Source: an optimization exercise on an open RTL-to-GDS flow (aim: small area). Production flows keep margins and buffers that such runs may drop. Only simulation tests tie the RTL to the original design; equivalence was not proved. Power is estimated from default activity; no workload was simulated.

try-willow:
## fu_ctrl
module fu_ctrl (
    input  logic      clk,
    input  logic      rst,
    input  fu_ctrl_pkg::inst_t     inst,
    input  logic      valid_id,
    input  logic      cmp_res_fu,
    output logic      issue_ready,
    output logic      branch_ctrl,
    output logic      reg_id_flush,
    output fu_ctrl_pkg::imm_sel_e  imm_sel,
    output fu_ctrl_pkg::alu_op_e   alu_op,
    output fu_ctrl_pkg::jump_op_e  jump_op,
    output logic      alu_src_a,
    output logic      alu_src_b,
    output logic      mem_we,
    output logic      alu_en,
    output logic      mem_en,
    output logic      mul_en,
    output logic      div_en,
    output logic      jump_en,
    output fu_ctrl_pkg::fu_e       write_sel,
    output fu_ctrl_pkg::reg_addr_t rd_ctrl,
    output logic      reg_write
);
Size in the first run: ~45 flip-flops, roughly 67 I/O pins.
Settings: LEC_CHECK=0, CAP_MARGIN=20, CORE_MARGIN=2, CORE_UTILIZATION=40, SLEW_MARGIN=20; clock period 9.0 ns.
run.sh (not shown) runs the stock make flow with config.mk's settings and CLKGATE_MAP_FILE= SYNTH_SCRIPT=/design/flow/synth_recipe.tcl, a recipe that flattens the netlist after the stock synthesis.
Relative to try-willow, the following input files were edited for try-yarrow:
Settings: SLEW_MARGIN: 20 -> 0; CAP_MARGIN: 20 -> 0.
==> flow/flow/run.sh (new file) <==
#!/bin/bash
# Standard layout, with the smallest buffer on the ports and a single-level clock tree.
set -euo pipefail
export BUFFER_PORTS_ARGS="-buffer_cell sky130_fd_sc_hd__buf_1"
export CTS_ARGS="-sink_clustering_enable -repair_clock_nets -dont_use_dummy_load -buf_list sky130_fd_sc_hd__clkbuf_4 -sink_clustering_size 50 -sink_clustering_max_diameter 200"
bash standard.sh > standard_flow.log 2>&1
==> flow/standard.sh (new file) <==
#!/bin/bash
# synth_recipe.tcl (not shown) runs the flow's synth.tcl, then flattens the netlist and writes it again
# the make line also repeats each setting of config.mk as NAME=value (left out here)
make -C /OpenROAD-flow-scripts/flow DESIGN_CONFIG=/design/flow/config.mk WORK_HOME=/design/flow/orfs CLKGATE_MAP_FILE= SYNTH_SCRIPT=/design/flow/synth_recipe.tcl "${@:-finish}"
removed: flow/run.sh
Results
- Taking try-willow as the reference, in try-yarrow number of nets at the end of the flow essentially unchanged; final weighted congestion in routability-driven placement decreased 0.014; number of filler instances in the final layout increased about 15%; synthesis-to-finish area growth decreased 18 points; sum of internal, switching and leakage power decreased about 15%.
- Relative to try-willow, via count decreased by 23 in try-yarrow.
- Of try-yarrow and try-willow, try-yarrow shows the lower length of routed wiring on met1, with try-willow above it.
- Of try-yarrow and try-willow, try-willow shows the lower clock skew, with try-yarrow above it.
Setup changes, try-yarrow to try-nickel
==> flow/flow/run.sh <==
#!/bin/bash
# Standard layout, except: an area-oriented ABC script in synthesis, the smallest
# buffer on the ports, and no dummy clock loads.
set -euo pipefail
cd "$(dirname "$0")/.."
export MY_WORK=$(pwd)
export MY_ABC_SCRIPT=$MY_WORK/flow/abc_area.script
export BUFFER_PORTS_ARGS="-buffer_cell sky130_fd_sc_hd__buf_1"
export CTS_ARGS="-sink_clustering_enable -repair_clock_nets -dont_use_dummy_load"
bash standard.sh SYNTH_SCRIPT=$MY_WORK/flow/synth.tcl finish > standard_flow.log 2>&1
==> flow/flow/abc_area.script (new file) <==
strash
&get -n
&st
&deepsyn -T 20
&put
dch -f
amap -m
topo
dnsize -c
==> flow/flow/synth.tcl (new file) <==
# The standard synthesis script, with the combinational mapping done by an
# area-oriented ABC script (flow/abc_area.script) instead of the speed script.
proc abc {args} {
  set i [lsearch -exact $args -script]
  if { $i >= 0 } { lset args [expr {$i + 1}] $::env(MY_ABC_SCRIPT) }
  puts "abc args: $args"
  yosys abc {*}$args
}
source $::env(MY_WORK)/synth_recipe.tcl
Notes after the runs:
- Sequential share of layout area, try-yarrow and try-nickel: smaller value in try-yarrow
- Compared to try-yarrow, the router laid down more metal wire for try-nickel.
- Between try-yarrow and try-nickel, the first-pass GRT wire length is lower for try-yarrow.
- try-yarrow -> try-nickel: number of design rule violations left after detail routing delta 0, exact match
- try-nickel vs try-yarrow — wire length on met1 rose 13 um.
- try-yarrow -> try-nickel: power of the clock network increased by more than a quarter
- In try-nickel, the reg-to-reg setup timing slack came out 0.52 ns below the value in try-yarrow.
- try-nickel vs try-yarrow — post-synth design cell area dropped by more than 10%

==> what the ideal ports hide <==
How much do the figures lean on ideal ports? The routed layouts below were timed once more, with nothing changed but the port constraints. Step 1: set_driving_cell puts a clkbuf_16 on clk and a buf_2 on each other input, an assumption about the parent block. Step 2 moves the port delays by t, midway between the first and last clock arrival at a register: inputs arrive t later, outputs are due t later. That takes back most of the time a late clock gives input paths. Slacks: ideal ports / drivers / drivers and shift; pairs: ideal ports / drivers.
run | shift t [ns] | setup WS [ns] | worst setup path after step 2
try-willow | 0.319 | 1.946 / 1.924 / 1.924 | input to output
try-yarrow | 0.366 | 2.600 / 2.576 / 2.576 | input to output
try-nickel | 0.320 | 2.438 / 2.413 / 2.413 | input to output
After both steps setup and hold are still met in every run listed. The setup slack of try-nickel, which loses most, moves by -0.025 ns with the drivers and by -0.025 ns with both steps.
